Context: an optimization exercise on an open-source flow, tuned for small area. The choices shown serve that exercise and are no tape-out recipe.
Function was checked by simulation only, so behaviour that the tests miss may differ from the original.

==> inputs of 07-01 <==
==> flow/design.v <==
package cop_issue_pkg;
  localparam logic [5:0] OP_LUI   = 6'h0F;
  localparam logic [5:0] OP_ORI   = 6'h0D;
  localparam logic [5:0] OP_ADDIU = 6'h09;
  localparam logic [5:0] OP_COP1  = 6'h11;
  localparam logic [4:0] FMT_MF   = 5'd0;
  localparam logic [4:0] FMT_MT   = 5'd4;
  localparam int OP_LSB  = 26;
  localparam int FMT_LSB = 21;
  localparam int RS_LSB  = 21;
  localparam int RT_LSB  = 16;
  typedef struct packed {
    logic        lui;
    logic        ori;
    logic        addiu;
    logic        cop1;
    logic        mtc1;
    logic        mfc1;
    logic [4:0]  rs;
    logic [4:0]  rt;
    logic [15:0] imm;
  } dec_t;
  function automatic dec_t decode(input logic [31:0] w);
    dec_t       d;
    logic [5:0] op;
    logic [4:0] fmt;
    op      = w[OP_LSB +: 6];
    fmt     = w[FMT_LSB +: 5];
    d.lui   = (op == OP_LUI);
    d.ori   = (op == OP_ORI);
    d.addiu = (op == OP_ADDIU);
    d.cop1  = (op == OP_COP1);
    d.mtc1  = d.cop1 && (fmt == FMT_MT) && (w[10:0] == 11'd0);
    d.mfc1  = d.cop1 && (fmt == FMT_MF) && (w[10:0] == 11'd0);
    d.rs    = w[RS_LSB +: 5];
    d.rt    = w[RT_LSB +: 5];
    d.imm   = w[15:0];
    decode  = d;
  endfunction
endpackage
module cop_dest_fifo #(
  parameter int DEPTH = 4,
  parameter int W     = 5
) (
  input  logic         clk,
  input  logic         rst_b,
  input  logic         push,
  input  logic [W-1:0] push_data,
  input  logic         pop,
  input  logic [W-1:0] look_a,
  input  logic [W-1:0] look_b,
  output logic [W-1:0] head,
  output logic         full,
  output logic         empty,
  output logic         hit_a,
  output logic         hit_b
);
  localparam int AW = (DEPTH > 1) ? $clog2(DEPTH) : 1;
  logic [DEPTH-1:0][W-1:0] mem;
  logic [DEPTH-1:0]        vld;
  logic [AW-1:0]           rd_idx, wr_idx;
  function automatic logic [AW-1:0] inc(input logic [AW-1:0] i);
    inc = (i == AW'(DEPTH - 1)) ? '0 : i + 1'b1;
  endfunction
  assign full  = &vld;
  assign empty = ~|vld;
  assign head  = mem[rd_idx];
  always_comb begin
    hit_a = 1'b0;
    hit_b = 1'b0;
    for (int i = 0; i < DEPTH; i++) begin
      hit_a = hit_a | (vld[i] & (mem[i] == look_a));
      hit_b = hit_b | (vld[i] & (mem[i] == look_b));
    end
  end
  always_ff @(posedge clk) begin
    if (push) mem[wr_idx] <= push_data;
  end
  always_ff @(posedge clk) begin
    if (!rst_b) begin
      rd_idx <= '0;
      wr_idx <= '0;
      vld    <= '0;
    end else begin
      if (pop) begin
        vld[rd_idx] <= 1'b0;
        rd_idx      <= inc(rd_idx);
      end
      if (push) begin
        vld[wr_idx] <= 1'b1;
        wr_idx      <= inc(wr_idx);
      end
    end
  end
endmodule
module cop_issue_core #(
  parameter int              XLEN      = 32,
  parameter int              NREG      = 32,
  parameter int              MFC_DEPTH = 4,
  parameter logic [XLEN-1:0] RESET_PC  = '0,
  parameter bit              R0_ZERO   = 1'b1
) (
  input  logic            cpu_clock,
  input  logic            cpu_reset_b,
  output logic            ins_fetch_req,
  output logic [XLEN-1:0] ins_pc,
  input  logic [31:0]     instruction,
  input  logic            cop_hold,
  output logic [31:0]     cop_inst,
  output logic            cop_inst_valid,
  output logic [XLEN-1:0] gpr_to_cop,
  input  logic [XLEN-1:0] gpr_from_cop,
  input  logic            gpr_from_cop_valid,
  output logic            err_spurious
);
  localparam int NW = (NREG > 1) ? $clog2(NREG) : 1;
  localparam int R0 = R0_ZERO ? 1 : 0;
  cop_issue_pkg::dec_t       d;
  logic [NW-1:0]             rs, rt, head;
  logic [NREG-1:0][XLEN-1:0] gpr;
  logic [XLEN-1:0]           pc, rdata, alu;
  logic                      alu_we, haz, stall, consume, push, ret, full, empty;
  logic                      pend_rs, pend_rt, alu_wr;
  assign d      = cop_issue_pkg::decode(instruction);
  assign rs     = d.rs[NW-1:0];
  assign rt     = d.rt[NW-1:0];
  assign alu_we = d.lui | d.ori | d.addiu;
  assign haz   = ((d.ori | d.addiu) & pend_rs)
               | ((d.mtc1 | alu_we | d.mfc1) & pend_rt);
  assign stall = haz | (d.cop1 & cop_hold) | (d.mfc1 & full);
  assign consume        = ~stall & cpu_reset_b;
  assign ins_fetch_req  = ~stall;
  assign ins_pc         = pc;
  assign cop_inst_valid = d.cop1 & consume;
  assign cop_inst       = instruction;
  assign gpr_to_cop     = rdata;
  assign push           = d.mfc1 & consume;
  assign ret            = gpr_from_cop_valid & ~empty;
  assign alu_wr         = alu_we & consume;
  localparam int NG = (NREG + 2) / 3;
  logic [NREG-1:0]           rsel;
  logic [NG-1:0][XLEN-1:0]   rgrp;
  always_comb begin
    for (int i = 0; i < NREG; i++)
      rsel[i] = (i >= R0) && (instruction[30] ? (rt == NW'(i)) : (rs == NW'(i)));
    for (int g = 0; g < NG; g++) begin
      rgrp[g] = '0;
      for (int k = 0; k < 3; k++)
        if (3 * g + k < NREG) rgrp[g] = rgrp[g] | ({XLEN{rsel[3 * g + k]}} & gpr[3 * g + k]);
    end
    rdata = '0;
    for (int g = 0; g < NG; g++) rdata = rdata | rgrp[g];
  end
  always_comb begin
    if (instruction[27])      alu = XLEN'({d.imm, 16'h0000});
    else if (instruction[28]) alu = rdata | XLEN'(d.imm);
    else                      alu = rdata + XLEN'($signed(d.imm));
  end
  for (genvar i = 0; i < NREG; i++) begin : g_reg
    if (i < R0) begin : g_zero
      assign gpr[i] = '0;
    end else begin : g_ff
      logic wc, wa, wh;
      assign wc = cpu_reset_b & ret & (head == NW'(i));
      assign wa = cpu_reset_b & alu_wr & (rt == NW'(i));
      assign wh = cpu_reset_b & ~(ret & (head == NW'(i))) & ~(alu_wr & (rt == NW'(i)));
      always_ff @(posedge cpu_clock)
        gpr[i] <= ({XLEN{wc}} & gpr_from_cop) | ({XLEN{wa}} & alu) | ({XLEN{wh}} & gpr[i]);
    end
  end
  always_ff @(posedge cpu_clock) begin
    if (!cpu_reset_b) begin
      pc           <= RESET_PC;
      err_spurious <= 1'b0;
    end else begin
      if (!stall) pc <= pc + XLEN'(4);
      if (gpr_from_cop_valid && empty) err_spurious <= 1'b1;
    end
  end
  cop_dest_fifo #(
    .DEPTH (MFC_DEPTH),
    .W     (NW)
  ) u_fifo (
    .clk       (cpu_clock),
    .rst_b     (cpu_reset_b),
    .push      (push),
    .push_data (rt),
    .pop       (ret),
    .look_a    (rs),
    .look_b    (rt),
    .head      (head),
    .full      (full),
    .empty     (empty),
    .hit_a     (pend_rs),
    .hit_b     (pend_rt)
  );
endmodule
==> flow/flow/run.sh <==
#!/bin/bash
# Standard ORFS layout (the standard.sh) with these changes to how it is built:
#  - synthesis maps the logic with an area-oriented ABC script (flow/abc_map.script:
#    strash; dch; amap, then ABC's buffering and sizing). Everything else in synthesis,
#    including register mapping and naming, is ORFS's/the standard flow's own script unchanged.
#  - clock tree: larger leaf clusters of clkbuf_16 and no dummy balancing loads
#  - every input and output port still gets its own buffer, a buf_1
# Each tool's output goes to the ORFS logs (orfs/logs/...) and to run_standard.log here.
set -euo pipefail
here=$(pwd)
rm -rf "$here/scripts_abc"
cp -r "$FLOW_HOME/scripts" "$here/scripts_abc"
cp "$here/flow/abc_map.script" "$here/scripts_abc/abc_speed.script"
cat >> config.mk <<'EOC'
export CTS_ARGS = -sink_clustering_enable -repair_clock_nets -dont_use_dummy_load -buf_list sky130_fd_sc_hd__clkbuf_16 -sink_clustering_size 28 -sink_clustering_max_diameter 100
export BUFFER_PORTS_ARGS = -buffer_cell sky130_fd_sc_hd__buf_1
EOC
bash standard.sh "SCRIPTS_DIR=$here/scripts_abc" finish > run_standard.log 2>&1
==> flow/flow/abc_map.script <==
strash
dch
amap
topo
stime -c
buffer -c
topo
stime -c
upsize -c
dnsize -c
==> flow/standard.sh <==
#!/bin/bash
# synth_recipe.tcl (not shown) runs the flow's synth.tcl, then flattens the netlist and writes it again
# the make line also repeats each setting of config.mk as NAME=value (left out here)
make -C /OpenROAD-flow-scripts/flow DESIGN_CONFIG=/design/flow/config.mk WORK_HOME=/design/flow/orfs CLKGATE_MAP_FILE= SYNTH_SCRIPT=/design/flow/synth_recipe.tcl "${@:-finish}"
==> flow/config.mk <==
export PLATFORM = sky130hd
export DESIGN_NAME = cop_issue_core
export DESIGN_NICKNAME = cop_issue_core
export VERILOG_FILES = /design/flow/design.v
export SDC_FILE = /design/flow/constraint.sdc
export NUM_CORES = 4
export LEC_CHECK = 0
export CAP_MARGIN = 40
export CORE_MARGIN = 2
export CORE_UTILIZATION = 62
export SETUP_SLACK_MARGIN = 0.35
export SLEW_MARGIN = 40
export CTS_ARGS = -sink_clustering_enable -repair_clock_nets -dont_use_dummy_load -buf_list sky130_fd_sc_hd__clkbuf_16 -sink_clustering_size 28 -sink_clustering_max_diameter 100
export BUFFER_PORTS_ARGS = -buffer_cell sky130_fd_sc_hd__buf_1
==> flow/constraint.sdc <==
create_clock -name core_clock -period 10.0 [get_ports {cpu_clock}]
set_input_delay 2.0000 -clock core_clock [delete_from_list [all_inputs] [get_ports {cpu_clock}]]
set_output_delay 2.0000 -clock core_clock [all_outputs]
set_load 0.01 [all_outputs]
==> 05-21: changes against 07-01 <==
--- a/flow/design.v
+++ b/flow/design.v
@@ -116,7 +116,7 @@
   localparam int NW = (NREG > 1) ? $clog2(NREG) : 1;
   localparam int R0 = R0_ZERO ? 1 : 0;
   cop_issue_pkg::dec_t       d;
-  logic [NW-1:0]             rs, rt, head;
+  logic [NW-1:0]             rs, rt, ra, head;
   logic [NREG-1:0][XLEN-1:0] gpr;
   logic [XLEN-1:0]           pc, rdata, alu;
   logic                      alu_we, haz, stall, consume, push, ret, full, empty;
@@ -137,12 +137,12 @@
   assign push           = d.mfc1 & consume;
   assign ret            = gpr_from_cop_valid & ~empty;
   assign alu_wr         = alu_we & consume;
+  assign ra = instruction[30] ? rt : rs;
   localparam int NG = (NREG + 2) / 3;
   logic [NREG-1:0]           rsel;
   logic [NG-1:0][XLEN-1:0]   rgrp;
   always_comb begin
-    for (int i = 0; i < NREG; i++)
-      rsel[i] = (i >= R0) && (instruction[30] ? (rt == NW'(i)) : (rs == NW'(i)));
+    for (int i = 0; i < NREG; i++) rsel[i] = (i >= R0) && (ra == NW'(i));
     for (int g = 0; g < NG; g++) begin
       rgrp[g] = '0;
       for (int k = 0; k < 3; k++)
==> flow/flow/run.sh (replaced) <==
#!/bin/bash
# Standard ORFS layout with three changes to how it is built:
#  - clock tree: larger leaf clusters of clkbuf_16 and no dummy balancing loads
#  - every input and output port still gets its own buffer, a buf_1
#  - after global routing, cells on paths with slack are downsized (RECOVER_POWER)
# Each tool's output goes to the ORFS logs (orfs/logs/...) and to run_standard.log here.
set -euo pipefail
cat >> config.mk <<'EOC'
export CTS_ARGS = -sink_clustering_enable -repair_clock_nets -dont_use_dummy_load -buf_list sky130_fd_sc_hd__clkbuf_16 -sink_clustering_size 20 -sink_clustering_max_diameter 100
export BUFFER_PORTS_ARGS = -buffer_cell sky130_fd_sc_hd__buf_1
export RECOVER_POWER = 100
EOC
bash standard.sh > run_standard.log 2>&1
CAP_MARGIN = 20   (was 40)
CORE_UTILIZATION = 55   (was 62)
CTS_ARGS = -sink_clustering_enable -repair_clock_nets -dont_use_dummy_load -buf_list sky130_fd_sc_hd__clkbuf_16 -sink_clustering_size 20 -sink_clustering_max_diameter 100   (was -sink_clustering_enable -repair_clock_nets -dont_use_dummy_load -buf_list sky130_fd_sc_hd__clkbuf_16 -sink_clustering_size 28 -sink_clustering_max_diameter 100)
RECOVER_POWER = 100   (was default)
SETUP_SLACK_MARGIN = default   (was 0.35)
SLEW_MARGIN = 20   (was 40)
removed: flow/flow/abc_map.script
==> 11-20: changes against 07-01 <==
--- a/flow/flow/run.sh
+++ b/flow/flow/run.sh
@@ -12,7 +12,7 @@
 cp -r "$FLOW_HOME/scripts" "$here/scripts_abc"
 cp "$here/flow/abc_map.script" "$here/scripts_abc/abc_speed.script"
 cat >> config.mk <<'EOC'
-export CTS_ARGS = -sink_clustering_enable -repair_clock_nets -dont_use_dummy_load -buf_list sky130_fd_sc_hd__clkbuf_16 -sink_clustering_size 28 -sink_clustering_max_diameter 100
+export CTS_ARGS = -sink_clustering_enable -repair_clock_nets -dont_use_dummy_load -buf_list sky130_fd_sc_hd__clkbuf_16 -sink_clustering_size 20 -sink_clustering_max_diameter 100
 export BUFFER_PORTS_ARGS = -buffer_cell sky130_fd_sc_hd__buf_1
 EOC
 bash standard.sh "SCRIPTS_DIR=$here/scripts_abc" finish > run_standard.log 2>&1
CAP_MARGIN = 20   (was 40)
CORE_UTILIZATION = 55   (was 62)
CTS_ARGS = -sink_clustering_enable -repair_clock_nets -dont_use_dummy_load -buf_list sky130_fd_sc_hd__clkbuf_16 -sink_clustering_size 20 -sink_clustering_max_diameter 100   (was -sink_clustering_enable -repair_clock_nets -dont_use_dummy_load -buf_list sky130_fd_sc_hd__clkbuf_16 -sink_clustering_size 28 -sink_clustering_max_diameter 100)
SETUP_SLACK_MARGIN = default   (was 0.35)
SLEW_MARGIN = 20   (was 40)
==> 07-16: changes against 07-01 <==
--- a/flow/design.v
+++ b/flow/design.v
@@ -116,7 +116,7 @@
   localparam int NW = (NREG > 1) ? $clog2(NREG) : 1;
   localparam int R0 = R0_ZERO ? 1 : 0;
   cop_issue_pkg::dec_t       d;
-  logic [NW-1:0]             rs, rt, head;
+  logic [NW-1:0]             rs, rt, ra, head;
   logic [NREG-1:0][XLEN-1:0] gpr;
   logic [XLEN-1:0]           pc, rdata, alu;
   logic                      alu_we, haz, stall, consume, push, ret, full, empty;
@@ -137,12 +137,12 @@
   assign push           = d.mfc1 & consume;
   assign ret            = gpr_from_cop_valid & ~empty;
   assign alu_wr         = alu_we & consume;
+  assign ra = instruction[30] ? rt : rs;
   localparam int NG = (NREG + 2) / 3;
   logic [NREG-1:0]           rsel;
   logic [NG-1:0][XLEN-1:0]   rgrp;
   always_comb begin
-    for (int i = 0; i < NREG; i++)
-      rsel[i] = (i >= R0) && (instruction[30] ? (rt == NW'(i)) : (rs == NW'(i)));
+    for (int i = 0; i < NREG; i++) rsel[i] = (i >= R0) && (ra == NW'(i));
     for (int g = 0; g < NG; g++) begin
       rgrp[g] = '0;
       for (int k = 0; k < 3; k++)
==> flow/flow/run.sh (replaced) <==
#!/bin/bash
# Standard ORFS layout with three changes to how it is built:
#  - clock tree: larger leaf clusters of clkbuf_16 and no dummy balancing loads
#  - every input and output port still gets its own buffer, a buf_1
# Each tool's output goes to the ORFS logs (orfs/logs/...) and to run_standard.log here.
set -euo pipefail
cat >> config.mk <<'EOC'
export CTS_ARGS = -sink_clustering_enable -repair_clock_nets -dont_use_dummy_load -buf_list sky130_fd_sc_hd__clkbuf_16 -sink_clustering_size 20 -sink_clustering_max_diameter 100
export BUFFER_PORTS_ARGS = -buffer_cell sky130_fd_sc_hd__buf_1
EOC
bash standard.sh > run_standard.log 2>&1
CAP_MARGIN = 20   (was 40)
CORE_UTILIZATION = 55   (was 62)
CTS_ARGS = -sink_clustering_enable -repair_clock_nets -dont_use_dummy_load -buf_list sky130_fd_sc_hd__clkbuf_16 -sink_clustering_size 20 -sink_clustering_max_diameter 100   (was -sink_clustering_enable -repair_clock_nets -dont_use_dummy_load -buf_list sky130_fd_sc_hd__clkbuf_16 -sink_clustering_size 28 -sink_clustering_max_diameter 100)
SETUP_SLACK_MARGIN = default   (was 0.35)
SLEW_MARGIN = 20   (was 40)
removed: flow/flow/abc_map.script
==> reports/results.ini <==
[outcome]
status=finished clean

[synth]
synthMuxAreaShare_pct=0
synth_fa_ha_area_share_pct=1.58
post-synth-top-area-fraction_pct=44.6

[global_routing]
grt_start_max_net_pins=59

the above is filed under 07-01

==> reports/results.ini <==
[outcome]
status=finished with violations
so_faults=capacitance limit, slew limit

[sta]
final-max-slew-violation-count=572

[synth]
synthMuxAreaShare_pct=0.488

[run]
cap_violations=17

the above is filed under 05-21

==> reports/results.ini <==
[synth]
synth-simple-area-share_pct=13.0
synth_fa_ha_area_share_pct=1.58
ys_seq_area_share_pct=45.9
synthMuxAreaShare_pct=0

[setup_path]
r2r_setup_slack_ns=3.27

[sta]
min_period_ns=8.85

[outcome]
status=finished clean

[clocking]
clock-sinks=1051

the above is filed under 11-20

==> reports/results.ini <==
[outcome]
status=finished clean

[synth]
synthMuxAreaShare_pct=0.488
synth_fa_ha_area_share_pct=1.56

[placed_design]
post-place-ws_ns=1.31

[global_routing]
grt_start_max_net_pins=43

the above is filed under 07-16

-- afterwards: timing with drivers on the ports --
The flow's constraints put no driver on any port. The routed layouts listed below were extracted and timed again, unchanged, in two steps. Step 1 (the two cells are an assumption about what drives the block):
set clk [get_ports {cpu_clock}]
set_driving_cell -lib_cell sky130_fd_sc_hd__clkbuf_16 $clk
set_driving_cell -lib_cell sky130_fd_sc_hd__buf_2 [delete_from_list [all_inputs] $clk]
Step 2 adds t to the input delays and takes it off the output delays; t is the mean of the earliest and latest rising clock arrival at the registers after step 1. Input paths then give back, and output paths get back, about the clock's delay inside the block. Slacks: ideal ports / drivers / drivers and shift; pairs: ideal ports / drivers.
| run | t, ns | setup WS [ns] | hold slack, ns | worst register clock-pin slew, ns |
|---|---|---|---|---|
| 07-01 | 0.695 | 1.093 / 1.142 / 0.448 | 0.458 / 0.458 / 0.458 | 0.11 / 0.11 |
| 05-21 | 0.758 | 0.679 / 0.733 / -0.026 | 0.484 / 0.484 / 0.484 | 0.10 / 0.10 |
| 11-20 | 0.738 | 1.152 / 1.200 / 0.462 | 0.461 / 0.461 / 0.461 | 0.09 / 0.09 |
| 07-16 | 0.757 | 1.375 / 1.382 / 0.625 | 0.483 / 0.483 / 0.483 | 0.10 / 0.10 |
The setup slack of 07-16, which loses most, moves by +0.007 ns with the drivers and by -0.750 ns with both steps.
